What follows belongs to an exercise in optimizing a design on an open flow for small area; a production flow would make more cautious choices. RTL that was checked went through simulation tests only; none was proved equivalent to the original. Function not checked in run 2: the RTL went through the layout flow alone. Power is estimated from default activity; no workload was simulated.

==> flow/design.v <==
`default_nettype none
package rename_cfg_pkg;
    localparam int num_arch_regs = 32;
    localparam int arch_idx_w    = 5;    
    localparam int num_phys_regs = 128;
    localparam int phys_tag_w    = 7;    
    localparam int fl_ptr_w = phys_tag_w + 1;
    localparam int num_ckpt   = 8;
    localparam int ckpt_idx_w = 3;
    localparam int init_free_count = num_phys_regs - num_arch_regs;
endpackage
`default_nettype wire
`default_nettype none
package rename_if_pkg;
    localparam int num_arch_regs = 32;
    localparam int arch_idx_w    = 5;
    localparam int phys_tag_w    = 7;
    localparam int fl_ptr_w      = 8;
    localparam int ckpt_idx_w    = 3;
    typedef logic [phys_tag_w-1:0] phys_tag_t;
    typedef logic [arch_idx_w-1:0] arch_idx_t;
    typedef logic [fl_ptr_w-1:0]   fl_ptr_t;
    typedef phys_tag_t [num_arch_regs-1:0] map_image_t;
    typedef struct packed {
        logic      valid;
        logic      has_dest;
        arch_idx_t dest;
        arch_idx_t src1;
        arch_idx_t src2;
    } rename_req_t;
    typedef struct packed {
        logic      valid;
        phys_tag_t src1_tag;
        phys_tag_t src2_tag;
        phys_tag_t dest_tag;     
        phys_tag_t old_tag;      
    } rename_rsp_t;
    typedef struct packed {
        logic      valid;
        phys_tag_t tag;
    } release_t;
    typedef struct packed {
        logic                                save;
        logic [ckpt_idx_w-1:0] save_slot;
        logic                                restore;
        logic [ckpt_idx_w-1:0] restore_slot;
    } ckpt_cmd_t;
    function automatic logic [num_arch_regs*phys_tag_w-1:0] identity_image();
        logic [num_arch_regs*phys_tag_w-1:0] img;
        for (int i = 0; i < num_arch_regs; i++) begin
            img[i*phys_tag_w +: phys_tag_w] = i;
        end
        identity_image = img;
    endfunction
endpackage
`default_nettype wire
`timescale 1ns/1ps
`default_nettype none
module free_list (
    input  wire logic                   clk,
    input  wire logic                   reset,
    input  wire logic                   alloc,
    input  wire rename_if_pkg::release_t rel,
    input  wire logic                   restore,
    input  wire rename_if_pkg::fl_ptr_t  restore_head,
    output rename_if_pkg::phys_tag_t    head_tag,
    output rename_if_pkg::fl_ptr_t      head_next,
    output logic                        nonempty
);
    localparam int depth = rename_cfg_pkg::init_free_count;
    logic [depth*rename_cfg_pkg::phys_tag_w-1:0] fl_q;
    rename_if_pkg::fl_ptr_t head_q;
    rename_if_pkg::fl_ptr_t tail_q;
    function automatic rename_if_pkg::fl_ptr_t ptr_inc(input rename_if_pkg::fl_ptr_t p);
        if (p[6:0] == 7'(depth - 1)) ptr_inc = {~p[7], 7'd0};
        else                          ptr_inc = {p[7], p[6:0] + 7'd1};
    endfunction
    assign nonempty = (head_q != tail_q);
    assign head_tag = fl_q[head_q[6:0]*rename_cfg_pkg::phys_tag_w +: rename_cfg_pkg::phys_tag_w];
    always_comb begin
        head_next = head_q;
        if (restore) begin
            head_next = restore_head;    
        end else if (alloc) begin
            head_next = ptr_inc(head_q);
        end
    end
    always_ff @(posedge clk) begin
        if (reset) begin
            head_q <= '0;
            tail_q <= 8'h80;             
        end else begin
            head_q <= head_next;
            if (rel.valid) tail_q <= ptr_inc(tail_q);
        end
    end
    always_ff @(posedge clk) begin
        for (int i = 0; i < depth; i++) begin
            if (reset) begin
                fl_q[i*rename_cfg_pkg::phys_tag_w +: rename_cfg_pkg::phys_tag_w] <= rename_if_pkg::phys_tag_t'(rename_cfg_pkg::num_arch_regs + i);
            end else if (rel.valid && tail_q[6:0] == 7'(i)) begin
                fl_q[i*rename_cfg_pkg::phys_tag_w +: rename_cfg_pkg::phys_tag_w] <= rel.tag;    
            end
        end
    end
endmodule
`default_nettype wire
`timescale 1ns/1ps
`default_nettype none
module map_table (
    input  wire logic                      clk,
    input  wire logic                      reset,
    input  wire rename_if_pkg::arch_idx_t  src1,
    input  wire rename_if_pkg::arch_idx_t  src2,
    input  wire rename_if_pkg::arch_idx_t  dest,
    input  wire logic                      update,
    input  wire rename_if_pkg::phys_tag_t  new_tag,
    input  wire logic                      restore,
    input  wire logic [rename_cfg_pkg::num_arch_regs*rename_cfg_pkg::phys_tag_w-1:0] restore_image,
    output rename_if_pkg::phys_tag_t       src1_tag,
    output rename_if_pkg::phys_tag_t       src2_tag,
    output rename_if_pkg::phys_tag_t       old_tag,
    output logic [rename_cfg_pkg::num_arch_regs*rename_cfg_pkg::phys_tag_w-1:0] image_next
);
    logic [rename_cfg_pkg::num_arch_regs*rename_cfg_pkg::phys_tag_w-1:0] map_q;    
    assign src1_tag = map_q[src1*rename_cfg_pkg::phys_tag_w +: rename_cfg_pkg::phys_tag_w];
    assign src2_tag = map_q[src2*rename_cfg_pkg::phys_tag_w +: rename_cfg_pkg::phys_tag_w];
    assign old_tag  = map_q[dest*rename_cfg_pkg::phys_tag_w +: rename_cfg_pkg::phys_tag_w];
    always_comb begin
        image_next = map_q;
        if (restore) begin
            image_next = restore_image;      
        end else if (update) begin
            image_next[dest*rename_cfg_pkg::phys_tag_w +: rename_cfg_pkg::phys_tag_w] = new_tag;
        end
    end
    always_ff @(posedge clk) begin
        if (reset) begin
            map_q <= rename_if_pkg::identity_image();
        end else begin
            map_q <= image_next;
        end
    end
endmodule
`default_nettype wire
`timescale 1ns/1ps
`default_nettype none
module checkpoint_store #(
    parameter int width = 1
) (
    input  wire logic                                  clk,
    input  wire logic                                  reset,
    input  wire logic                                  save,
    input  wire logic [rename_cfg_pkg::ckpt_idx_w-1:0] save_slot,
    input  wire logic [rename_cfg_pkg::ckpt_idx_w-1:0] restore_slot,
    input  wire logic [width-1:0]                       wr_data,
    output logic [width-1:0]                            rd_data
);
    logic [width-1:0] slot_mem [rename_cfg_pkg::num_ckpt];
    always_ff @(posedge clk) begin
        if (save) begin
            slot_mem[save_slot] <= wr_data;
        end
    end
    assign rd_data = slot_mem[restore_slot];    
endmodule
`default_nettype wire
`timescale 1ns/1ps
`default_nettype none
module rename_unit (
    input  wire logic                      clk,
    input  wire logic                      reset,
    input  wire rename_if_pkg::rename_req_t req,
    input  wire rename_if_pkg::release_t   rel,
    input  wire rename_if_pkg::ckpt_cmd_t  ckpt,
    output rename_if_pkg::rename_rsp_t     rsp,
    output logic                           ready
);
    logic accept;
    logic alloc;
    logic nonempty;
    rename_if_pkg::phys_tag_t  head_tag;
    rename_if_pkg::fl_ptr_t    head_next;
    rename_if_pkg::fl_ptr_t    saved_head;
    rename_if_pkg::phys_tag_t  src1_tag;
    rename_if_pkg::phys_tag_t  src2_tag;
    rename_if_pkg::phys_tag_t  old_tag;
    rename_if_pkg::map_image_t image_next;
    rename_if_pkg::map_image_t saved_image;
    rename_if_pkg::rename_rsp_t rsp_q;
    assign ready = nonempty;
    assign accept = req.valid && (!req.has_dest || ready) && !ckpt.restore;
    assign alloc  = accept && req.has_dest;
    free_list i_free_list (
        .clk          (clk),
        .reset        (reset),
        .alloc        (alloc),
        .rel          (rel),
        .restore      (ckpt.restore),
        .restore_head (saved_head),
        .head_tag     (head_tag),
        .head_next    (head_next),
        .nonempty     (nonempty)
    );
    map_table i_map_table (
        .clk           (clk),
        .reset         (reset),
        .src1          (req.src1),
        .src2          (req.src2),
        .dest          (req.dest),
        .update        (alloc),
        .new_tag       (head_tag),
        .restore       (ckpt.restore),
        .restore_image (saved_image),
        .src1_tag      (src1_tag),
        .src2_tag      (src2_tag),
        .old_tag       (old_tag),
        .image_next    (image_next)
    );
    checkpoint_store #(.width(rename_cfg_pkg::fl_ptr_w)) i_ckpt_head (
        .clk          (clk),
        .reset        (reset),
        .save         (ckpt.save),
        .save_slot    (ckpt.save_slot),
        .restore_slot (ckpt.restore_slot),
        .wr_data      (head_next),
        .rd_data      (saved_head)
    );
    checkpoint_store #(.width(rename_cfg_pkg::num_arch_regs * rename_cfg_pkg::phys_tag_w)) i_ckpt_map (
        .clk          (clk),
        .reset        (reset),
        .save         (ckpt.save),
        .save_slot    (ckpt.save_slot),
        .restore_slot (ckpt.restore_slot),
        .wr_data      (image_next),
        .rd_data      (saved_image)
    );
    always_ff @(posedge clk) begin
        if (reset) begin
            rsp_q.valid <= 1'b0;
        end else begin
            rsp_q.valid <= accept;
            if (accept) begin
                rsp_q.src1_tag <= src1_tag;
                rsp_q.src2_tag <= src2_tag;
                rsp_q.dest_tag <= alloc ? head_tag : '0;
                rsp_q.old_tag  <= alloc ? old_tag : '0;
            end
        end
    end
    assign rsp = rsp_q;
endmodule
`default_nettype wire
`timescale 1ns/1ps
`default_nettype none
module rename_top (
    input  wire logic       clk,
    input  wire logic       reset,
    input  wire logic       req_valid,
    input  wire logic       req_has_dest,
    input  wire logic [4:0] req_dest,
    input  wire logic [4:0] req_src1,
    input  wire logic [4:0] req_src2,
    input  wire logic       rel_valid,
    input  wire logic [6:0] rel_tag,
    input  wire logic       ckpt_save,
    input  wire logic [2:0] ckpt_save_slot,
    input  wire logic       ckpt_restore,
    input  wire logic [2:0] ckpt_restore_slot,
    output logic            rsp_valid,
    output logic      [6:0] rsp_src1_tag,
    output logic      [6:0] rsp_src2_tag,
    output logic      [6:0] rsp_dest_tag,
    output logic      [6:0] rsp_old_tag,
    output logic            ready
);
    rename_if_pkg::rename_req_t req;
    rename_if_pkg::release_t    rel;
    rename_if_pkg::ckpt_cmd_t   ckpt;
    rename_if_pkg::rename_rsp_t rsp;
    assign req.valid         = req_valid;
    assign req.has_dest      = req_has_dest;
    assign req.dest          = req_dest;
    assign req.src1          = req_src1;
    assign req.src2          = req_src2;
    assign rel.valid         = rel_valid;
    assign rel.tag           = rel_tag;
    assign ckpt.save         = ckpt_save;
    assign ckpt.save_slot    = ckpt_save_slot;
    assign ckpt.restore      = ckpt_restore;
    assign ckpt.restore_slot = ckpt_restore_slot;
    rename_unit i_rename_unit (
        .clk   (clk),
        .reset (reset),
        .req   (req),
        .rel   (rel),
        .ckpt  (ckpt),
        .rsp   (rsp),
        .ready (ready)
    );
    assign rsp_valid    = rsp.valid;
    assign rsp_src1_tag = rsp.src1_tag;
    assign rsp_src2_tag = rsp.src2_tag;
    assign rsp_dest_tag = rsp.dest_tag;
    assign rsp_old_tag  = rsp.old_tag;
endmodule
`default_nettype wire
==> flow/run.sh <==
#!/bin/bash
# synth_recipe.tcl (not shown) runs the flow's synth.tcl, then flattens the netlist and writes it again
# the make line also repeats each setting of config.mk as NAME=value (left out here)
make -C /OpenROAD-flow-scripts/flow DESIGN_CONFIG=/design/flow/config.mk WORK_HOME=/design/flow/orfs CLKGATE_MAP_FILE= SYNTH_SCRIPT=/design/flow/synth_recipe.tcl finish
==> flow/config.mk <==
export PLATFORM = sky130hd
export DESIGN_NAME = rename_top
export DESIGN_NICKNAME = rename_top
export VERILOG_FILES = /design/flow/design.v
export SDC_FILE = /design/flow/constraint.sdc
export NUM_CORES = 4
export LEC_CHECK = 0
export ABC_AREA = 1
export CAP_MARGIN = 20
export CORE_MARGIN = 2
export CORE_UTILIZATION = 40
export PLACE_DENSITY = 0.6
export SLEW_MARGIN = 20
==> flow/constraint.sdc <==
create_clock -name core_clock -period 6.0 [get_ports {clk}]
set_input_delay 1.2000 -clock core_clock [delete_from_list [all_inputs] [get_ports {clk}]]
set_output_delay 1.2000 -clock core_clock [all_outputs]
set_load 0.01 [all_outputs]
==> impl_metrics.tcl, run 1 <==
set metrics [dict create \
    regToRegSetupSlack_ns 1.02 \
    synthCells 11400 \
    required_ns 6.68 \
    min_period_ns 4.98 \
    synth_top_cell_area_share_pct 47.5 \
    avgSynthCellArea_um2 10.4 \
    grt.total_usage_pct 25.5 \
    boundaryPins 65 \
    gp_congestion 0.993 \
    clk_pin_slew_ns 0.06 \
    gr-total-overflow 0 \
    drt_pre_antenna_iters 7 \
    core.rowCount 200 \
    n_fill_cell 27100 \
    yosysSeqAreaShare_pct 62.9 \
    multi_input_area_um2 39100 \
    worstSkewPairLatency_ns 0.94 \
    synth_top_cells_by_area "edfxtp_1, dfxtp_1, nand2_1" \
    ys.flop_type "edfxtp_1" \
    die_h_um 549 \
    clockRootBuffer "clkbuf_16" \
    postRouteAntennaNets 0 \
    synthArstFlopShare_pct 0 \
    drv_slew 0 \
    crit_arrival_ns 5.66 \
    clockBufferDepth 4 \
    syn_to_final_growth_pct 12.2 \
    synth_largest_area_cell "edfxtp_1" \
    cp_slowest_cell "dfxtp_4" \
    drive_above_1_share_pct 7.43 \
    drt_wl_total_um 395000 \
    power_w 0.0441 \
    wire_per_inst_um 25.8 \
    cts.sinks 2797 \
    synth-simple-area-share_pct 12.9 \
    slew_headroom_pct 14.0 \
    ctsHoldBuffers 0 \
    ys_ff_latch 2797 \
    slowest_delay_ns 0.79 \
    cp_cell_sequence "nand2_2, inv_2, buf_12, nand2_1, nand3_1, nand3_1, nand3_1, nand3_1, nand2_1, buf_4, nand3_1, nor2_2, nand3_1, nand2_1, nand2_1, nand2_1" \
    synthMuxAreaShare_pct 2.97 \
    peakVddDrop_v 0.000265 \
    synth_edf_count 1884 \
    vias 91500 \
    yosys.cell_types.count 51 \
    numCtsBuffers 302 \
    synth_top_family_by_area "compound AO/OA/AOI/OAI gates" \
    seq_area_um2 74900 \
    viasPerCell 5.98 \
    syn-num-nets 11400 \
    design.die.area_um2 302000 \
    maxCapViolCount 0 \
    rsz0062_at_grt "false" \
    power.density_nw_per_um2 331 \
    synth_warnings 5 \
    setup_violations 0 \
    grt_max_degree 153 \
    crit_top_cell "nand3_1" \
    path_max_fanout 47 \
    core_um2 297000 \
    portBuffers 64 \
    synth_xor_area_share_pct 0.102 \
    synth_compound_area_share_pct 16.7 \
    syn_area_um2 119000 \
    grt_pass1_wl_um 583000 \
    fin_nets 11200 \
    hold_path_class "reg -> reg" \
    max_freq_ghz 0.201 \
    end_kind "flop" \
    fin_skew_ns 0.0910 \
    grt_pass1_vias 88300 \
    synthAdderAreaFrac_pct 0.0946 \
    hold_viol_final 0 \
    fin_area_um2 133000 \
    drtIter0Drc 10700 \
    critPathBufInv 3 \
    drcViolationCount 0 \
    run_status "complete, no violations" \
    crit_type "reg -> reg" \
    worst_pin_slew_ns 1.29 \
    startpoint_type "flop" \
    grt_antenna_before_repair 20 \
    path_delay_family "simple AND/OR/NAND/NOR gates" \
    post_cts_buffers 0 \
    start_util_pct 40.1 \
    hpwl_um 240000 \
    finalCritPeriodShare_pct 83.0 \
    ctsResizeCount 0 \
    cts_max_level 5 \
    cts_tree "yes" \
    post_dp_cell_area_um2 123000 \
    die_w_um 549 \
    p_leak_nw 48.8 \
]
power by group:
group	switching, W	internal [W]
registers	0.000330	0.0212
logic	0.00294	0.000953
clock network	0.00781	0.0109
state kept, by name, indices dropped and copies added, names as in the netlist:
signal and flops:
i_rename_unit.i_ckpt_head.slot_mem 64, i_rename_unit.i_ckpt_map.slot_mem 1792, i_rename_unit.i_free_list.fl_q 672, i_rename_unit.i_free_list.head_q 8
i_rename_unit.i_free_list.tail_q 8, i_rename_unit.i_map_table.map_q 224, i_rename_unit.rsp_q 29
cells by family after synthesis:
family / count (synthesis)
buf+inv: 1204
fa+ha+maj: 9
compound gates: 3251
flops: 2797
xor+xnor: 13
simple gates: 3760
mux: 353
tightest hold or removal path: cells and delay by family (launching register included):
kind	cells	cell delay, ns
simple gates	1	0.05
compound gates	1	0.06
flops	1	0.32
worst paths after layout:
| path | from | end | depth (start not counted) |
|---|---|---|---|
| max | i_rename_unit.i_free_list.head_q[1] | i_rename_unit.i_ckpt_map.slot_mem[7][221] | 16 |
| min | i_rename_unit.i_free_list.fl_q[455] | i_rename_unit.i_free_list.fl_q[455] | 2 |
| max reg2reg | i_rename_unit.i_free_list.head_q[1] | i_rename_unit.i_ckpt_map.slot_mem[7][221] | 16 |
| min reg2reg | i_rename_unit.i_free_list.fl_q[455] | i_rename_unit.i_free_list.fl_q[455] | 2 |
per-layer routing:
| metal | vias to the layer above | routed length [um] | GRT usage, % |
|---|---|---|---|
| li1 | 41000 | - | - |
| met1 | 45000 | 161000 | 34.1 |
| met2 | 4548 | 176000 | 39.4 |
| met3 | 950 | 37200 | 5.19 |
| met4 | 8 | 21000 | 12.5 |
| met5 | - | 50 | 0 |
metrics by stage:
step	TNS, ns	util [%]	hold WS, ns	instances	worst slack (ns)
floorplan	-3060.38	-	0.441	11400	-1.89
global placement	0	41.6	0.452	14800	0.527
detailed placement	0	41.6	0.457	14800	0.760
CTS	0	45.0	0.471	15300	1.22
global route	0	45.0	0.494	15300	0.939
finish	0	45.0	0.469	15300	1.02
cells in the mapped netlist (35+ instances only):
library cell and count:
o211ai_1 616, clkbuf_1 617, buf_1 49, a21oi_1 749
inv_1 252, nor2_1 1094, nand4_1 37, nand2_1 1920
buf_2 150, buf_4 53, dfxtp_1 913, edfxtp_1 1884
mux2i_1 353, nand3_1 630, clkinv_1 35, o21ai_1 67
o21ai_0 1181, o22ai_1 83, o221ai_1 366, o32ai_1 111
cell type report:
type,count,area share (%)
Clock inverter,133,1.14
Inverter,303,0.890
Sequential cell,2797,56.1
Antenna cell,7,0.0131
Multi-Input combinational cell,7386,29.3
Timing Repair Buffer,334,2.57
Clock buffer,417,6.33
Tap cell,3939,3.69
cells in the final DEF, fill, tap and decap left out, types with 16 or more instances in the layout:
master           Yosys  routed
clkbuf_1           617      74
o22ai_1             83      83
clkbuf_16            0     306
nor3_1              20      20
buf_4               53     209
a21oi_1            749     749
clkinv_2             0      61
clkinv_1            35      46
dfxtp_1            913     910
o2111ai_1           20      20
o221ai_1           366     366
clkbuf_8             0      38
mux2i_1            353     353
edfxtp_1          1884    1884
o32ai_1            111     111
a31oi_1             26      26
o21ai_1             67      67
nand4_1             37      37
clkdlybuf4s50_1      0      56
nor2_4               7      16
o21ai_0           1181    1181
nor2_1            1094    1084
buf_12               0      60
inv_1              252     247
nor2_2              22      23
nand2_1           1920    1919
nand3_1            630     630
bufinv_16            0      22
o211ai_1           616     616
==> run 2, diff against run 1 <==
--- a/flow/design.v
+++ b/flow/design.v
@@ -67,40 +67,48 @@
     output rename_if_pkg::fl_ptr_t      head_next,
     output logic                        nonempty
 );
-    localparam int depth = rename_cfg_pkg::init_free_count;
-    logic [depth*rename_cfg_pkg::phys_tag_w-1:0] fl_q;
+    rename_if_pkg::phys_tag_t fl_mem [rename_cfg_pkg::num_phys_regs];
     rename_if_pkg::fl_ptr_t head_q;
     rename_if_pkg::fl_ptr_t tail_q;
-    function automatic rename_if_pkg::fl_ptr_t ptr_inc(input rename_if_pkg::fl_ptr_t p);
-        if (p[6:0] == 7'(depth - 1)) ptr_inc = {~p[7], 7'd0};
-        else                          ptr_inc = {p[7], p[6:0] + 7'd1};
-    endfunction
-    assign nonempty = (head_q != tail_q);
-    assign head_tag = fl_q[head_q[6:0]*rename_cfg_pkg::phys_tag_w +: rename_cfg_pkg::phys_tag_w];
+    rename_if_pkg::fl_ptr_t tail_next;
+    rename_if_pkg::fl_ptr_t free_count;
+    logic [rename_cfg_pkg::fl_ptr_w-2:0] head_idx;
+    logic [rename_cfg_pkg::fl_ptr_w-2:0] tail_idx;
+    assign head_idx = head_q[rename_cfg_pkg::fl_ptr_w-2:0];
+    assign tail_idx = tail_q[rename_cfg_pkg::fl_ptr_w-2:0];
+    assign free_count = tail_q - head_q;     
+    assign nonempty   = (free_count != '0);
+    assign head_tag   = fl_mem[head_idx];
     always_comb begin
         head_next = head_q;
         if (restore) begin
             head_next = restore_head;    
         end else if (alloc) begin
-            head_next = ptr_inc(head_q);
+            head_next = head_q + 1'b1;
+        end
+    end
+    always_comb begin
+        tail_next = tail_q;
+        if (rel.valid) begin
+            tail_next = tail_q + 1'b1;
         end
     end
     always_ff @(posedge clk) begin
         if (reset) begin
             head_q <= '0;
-            tail_q <= 8'h80;             
+            tail_q <= rename_if_pkg::fl_ptr_t'(rename_cfg_pkg::init_free_count);
         end else begin
             head_q <= head_next;
-            if (rel.valid) tail_q <= ptr_inc(tail_q);
+            tail_q <= tail_next;
         end
     end
     always_ff @(posedge clk) begin
-        for (int i = 0; i < depth; i++) begin
-            if (reset) begin
-                fl_q[i*rename_cfg_pkg::phys_tag_w +: rename_cfg_pkg::phys_tag_w] <= rename_if_pkg::phys_tag_t'(rename_cfg_pkg::num_arch_regs + i);
-            end else if (rel.valid && tail_q[6:0] == 7'(i)) begin
-                fl_q[i*rename_cfg_pkg::phys_tag_w +: rename_cfg_pkg::phys_tag_w] <= rel.tag;    
+        if (reset) begin
+            for (int i = 0; i < rename_cfg_pkg::init_free_count; i++) begin
+                fl_mem[i] <= rename_if_pkg::phys_tag_t'(rename_cfg_pkg::num_arch_regs + i);
             end
+        end else if (rel.valid) begin
+            fl_mem[tail_idx] <= rel.tag;     
         end
     end
 endmodule
@@ -154,11 +162,16 @@
     input  wire logic [rename_cfg_pkg::ckpt_idx_w-1:0] save_slot,
     input  wire logic [rename_cfg_pkg::ckpt_idx_w-1:0] restore_slot,
     input  wire logic [width-1:0]                       wr_data,
+    input  wire logic [width-1:0]                       reset_value,
     output logic [width-1:0]                            rd_data
 );
     logic [width-1:0] slot_mem [rename_cfg_pkg::num_ckpt];
     always_ff @(posedge clk) begin
-        if (save) begin
+        if (reset) begin
+            for (int i = 0; i < rename_cfg_pkg::num_ckpt; i++) begin
+                slot_mem[i] <= reset_value;
+            end
+        end else if (save) begin
             slot_mem[save_slot] <= wr_data;
         end
     end
@@ -224,6 +237,7 @@
         .save_slot    (ckpt.save_slot),
         .restore_slot (ckpt.restore_slot),
         .wr_data      (head_next),
+        .reset_value  (rename_if_pkg::fl_ptr_t'(0)),
         .rd_data      (saved_head)
     );
     checkpoint_store #(.width(rename_cfg_pkg::num_arch_regs * rename_cfg_pkg::phys_tag_w)) i_ckpt_map (
@@ -233,6 +247,7 @@
         .save_slot    (ckpt.save_slot),
         .restore_slot (ckpt.restore_slot),
         .wr_data      (image_next),
+        .reset_value  (rename_if_pkg::identity_image()),
         .rd_data      (saved_image)
     );
     always_ff @(posedge clk) begin
--- a/flow/config.mk
+++ b/flow/config.mk
@@ -5,7 +5,6 @@
 export SDC_FILE = /design/flow/constraint.sdc
 export NUM_CORES = 4
 export LEC_CHECK = 0
-export ABC_AREA = 1
 export CAP_MARGIN = 20
 export CORE_MARGIN = 2
 export CORE_UTILIZATION = 40
==> impl_metrics.tcl, run 2 <==
set metrics [dict create \
    run_status "complete, no violations" \
    drt_wl_total_um 453000 \
    regToRegSetupSlack_ns 0.80 \
    synth_edf_count 2780 \
    fin_skew_ns 0.104 \
    slew_headroom_pct 17.9 \
    r2r_start "i_rename_unit.i_free_list.head_q[1]" \
    clockBufferDepth 4 \
    ctsHoldBuffers 0 \
    synthCells 9999 \
    drtIter0Drc 12100 \
    post_cts_buffers 0 \
    crit_type "reg -> out" \
    cts_max_level 5 \
    largest_register_ffs 1792 \
    hold_end "i_rename_unit.i_free_list.tail_q[7]" \
    die_h_um 594 \
    slowest_delay_ns 0.84 \
    yosys.cell_types.count 72 \
    core.rowCount 216 \
    grt_pass1_vias 90900 \
    power.density_nw_per_um2 315 \
    path_delay_family "compound AO/OA/AOI/OAI gates" \
    dp_cells 14200 \
    yosysSeqAreaShare_pct 63.5 \
    mostFrequentLayoutCell "edfxtp_1" \
    gp_congestion 0.934 \
    hold_viol_final 0 \
    synthArstFlopShare_pct 0 \
    drt_pre_antenna_iters 9 \
    ys.flop_type "edfxtp_1" \
    final_cell_mix "edfxtp_1, nor2_1, nand2_1" \
    design.die.area_um2 352000 \
    die_w_um 594 \
    rsz0062_at_grt "false" \
    fin_area_um2 158000 \
    synth_top_cells_by_area "edfxtp_1, mux4_2, nor2_1" \
    rr_worst_depth 11 \
    gr-total-overflow 0 \
    drv_slew 0 \
    synth_top_cell_area_share_pct 60.1 \
    syn_area_um2 139000 \
    end_kind "primary output" \
    regMostFlops "i_rename_unit.i_ckpt_map.slot_mem" \
    cp_slowest_cell "dfxtp_4" \
    synth_warnings 5 \
    post_dp_cell_area_um2 147000 \
    grt_pass1_wl_um 651000 \
    setup_violations 0 \
    power_w 0.0496 \
    ctsResizeCount 0 \
    boundaryPins 65 \
    worst_pin_slew_ns 1.22 \
    avgSynthCellArea_um2 13.9 \
    n_fill_cell 30300 \
    cp_cell_sequence "inv_1, ha_1, nor2b_1, o2111ai_1, a21oi_1, o2111ai_4, clkdlybuf4s50_1" \
    syn-num-nets 10000 \
    startpoint_type "flop" \
    cts_tree "yes" \
    postRouteAntennaNets 0 \
    hold_depth 2 \
    wire_per_inst_um 30.6 \
    r2r-end "i_rename_unit.i_ckpt_map.slot_mem[2][186]" \
    min_period_ns 5.65 \
    reg_top3 "i_rename_unit.i_ckpt_map.slot_mem x1792, i_rename_unit.i_free_list.fl_mem x896, i_rename_unit.i_map_table.map_q x224" \
    synth_largest_area_cell "edfxtp_1" \
    clk_pin_slew_ns 0.06 \
    grt_max_degree 104 \
    critPathBufInv 2 \
    max_freq_ghz 0.177 \
    required_ns 4.80 \
    grt.total_usage_pct 25.3 \
    finalCritPeriodShare_pct 94.2 \
    synthTopCellsByCount "edfxtp_1, nor2_1, nand2_1" \
    drive_above_1_share_pct 20.9 \
    holdCritStartpoint "i_rename_unit.i_free_list.tail_q[7]" \
    peakVddDrop_v 0.000244 \
    path_max_fanout 43 \
    clockRootBuffer "clkbuf_16" \
    cts.sinks 3021 \
    maxCapViolCount 0 \
    worstSkewPairLatency_ns 0.96 \
    hold_path_class "reg -> reg" \
    grt_antenna_before_repair 30 \
    fin_nets 10000 \
    numCtsBuffers 329 \
    portBuffers 64 \
    start_util_pct 40.2 \
    ys_ff_latch 3021 \
    drcViolationCount 0 \
    yosysMostFrequentCell "edfxtp_1" \
    vias 91100 \
    hpwl_um 274000 \
    syn_to_final_growth_pct 13.4 \
    core_um2 346000 \
    crit_arrival_ns 4.45 \
    viasPerCell 6.14 \
    fin_cells 14800 \
    p_leak_nw 48.1 \
]
[run 2: cell types whose count changed in the layout (fill, tap and decap cells not counted), sizes merged, moves of 192 or more]
cell,previous run,this run
nor2,1123,1607
edfxtp,1884,2780
mux4,0,854
dfxtp,913,241
a21oi,757,55
o21ai,1248,322
o211ai,616,7
nand3,639,47
o221ai,366,17
inv,282,44
nand2,1928,1503
nor3,21,213
[run 2: kinds of logic (layout without fill, tap and decap cells)]
group / after synthesis / in the layout / synth area share (%)
AOI/OAI and AO/OA: 971 / 971 / 5.44
adders and majority gates: 12 / 12 / 0.108
buffers and inverters: 885 / 1135 / 2.62
muxes: 1180 / 1180 / 16.3
xor gates and xnor gates: 13 / 13 / 0.0819
and+or+nand+nor: 3917 / 3917 / 12.0
DFF: 3021 / 3021 / 63.5
other: 0 / 9 / 0
[run 2: power by group]
| group | switching (W) | leakage (nW) | internal, W |
|---|---|---|---|
| registers | 0.000411 | 27.0 | 0.0235 |
| clock network | 0.00869 | 5.40 | 0.0122 |
| logic | 0.00323 | 15.7 | 0.00155 |
[run 2: how the worst max path moves through the flow]
stage                                         from                                        end  slack (ns)  cells after the start
2_1_floorplan                                reset   i_rename_unit.i_ckpt_head.slot_mem[6][0]       -1.86                      6
3_3_place_gp                           req_dest[2]  i_rename_unit.i_ckpt_map.slot_mem[0][156]        0.60                     10
3_5_place_dp                           req_dest[2]  i_rename_unit.i_ckpt_map.slot_mem[4][172]        0.70                      9
4_1_cts        i_rename_unit.i_free_list.head_q[1]                                      ready        0.26                      7
5_1_grt        i_rename_unit.i_free_list.head_q[1]                                      ready        0.15                      7
6_report       i_rename_unit.i_free_list.head_q[1]                                      ready        0.35                      7
[run 2: metal layers]
| metal | routed length, um | vias up | share of wire, % | global-route usage (%) |
|---|---|---|---|---|
| met5 | 38 | - | 0.0084 | 0 |
| met4 | 20700 | 8 | 4.6 | 10.3 |
| met3 | 51800 | 1028 | 11 | 5.46 |
| met2 | 211000 | 5570 | 47 | 40.3 |
| met1 | 170000 | 46800 | 37 | 33.6 |
| li1 | - | 37700 | - | - |
[run 2: stage by stage]
step	worst slack (ns)	hold WS, ns	util (%)	TNS [ns]
2_1_floorplan	-1.86	0.470	-	-431.76
4_1_cts	0.264	0.524	45.5	0
3_3_place_gp	0.602	0.494	42.3	0
6_report	0.349	0.523	45.6	0
5_1_grt	0.153	0.535	45.6	0
3_5_place_dp	0.702	0.517	42.4	0
[run 2: worst register-to-register path, stage by stage (launching register included)]
cell and delay, ns:
dfxtp_4 0.84, inv_1 0.22, ha_1 0.37, nor2b_1 0.15
o2111ai_1 0.30, a21oi_1 0.24, o2111ai_4 0.63, buf_12 0.36
buf_4 0.54, a21boi_0 0.17, a211oi_1 0.90, o21ai_0 0.19
[run 2: cell type report]
| class | instances | area [um2] | share of cell area, % |
|---|---|---|---|
| Sequential cell | 3021 | 88300 | 56.0 |
| Multi-Input combinational cell | 6093 | 47500 | 30.2 |
| Timing Repair Buffer | 498 | 4910 | 3.11 |
| Clock inverter | 171 | 1990 | 1.27 |
| Clock buffer | 439 | 9010 | 5.72 |
| Tap cell | 4578 | 5730 | 3.63 |
| Antenna cell | 9 | 22.5 | 0.0143 |
| Inverter | 27 | 119 | 0.0754 |

[afterwards: timing with drivers on the ports]
In the flow no input, the clock included, has a driving cell. The finished layouts below were timed again as built, in two steps. Step 1 assumes that a clkbuf_16 drives the clock port and a buf_2 every other input. Step 2, shift: input delay + t, output delay - t, t = (earliest + latest rising clock arrival at the registers) / 2. This alone moves slack from input paths to output paths. a / b / c = ideal / step 1 / step 2; a / b = the first two.
run | t (ns) | setup slack, ns | worst hold slack (ns) | worst setup path after step 2
run 1 | 0.988 | 1.019 / 1.019 / 0.670 | 0.469 / 0.469 / 0.469 | input to register
run 2 | 1.012 | 0.349 / 0.251 / 0.363 | 0.523 / 0.523 / 0.523 | input to register
After both steps every run listed still meets setup and hold. The setup slack of run 1, which loses most, moves by 0.000 ns with the drivers and by -0.349 ns with both steps.
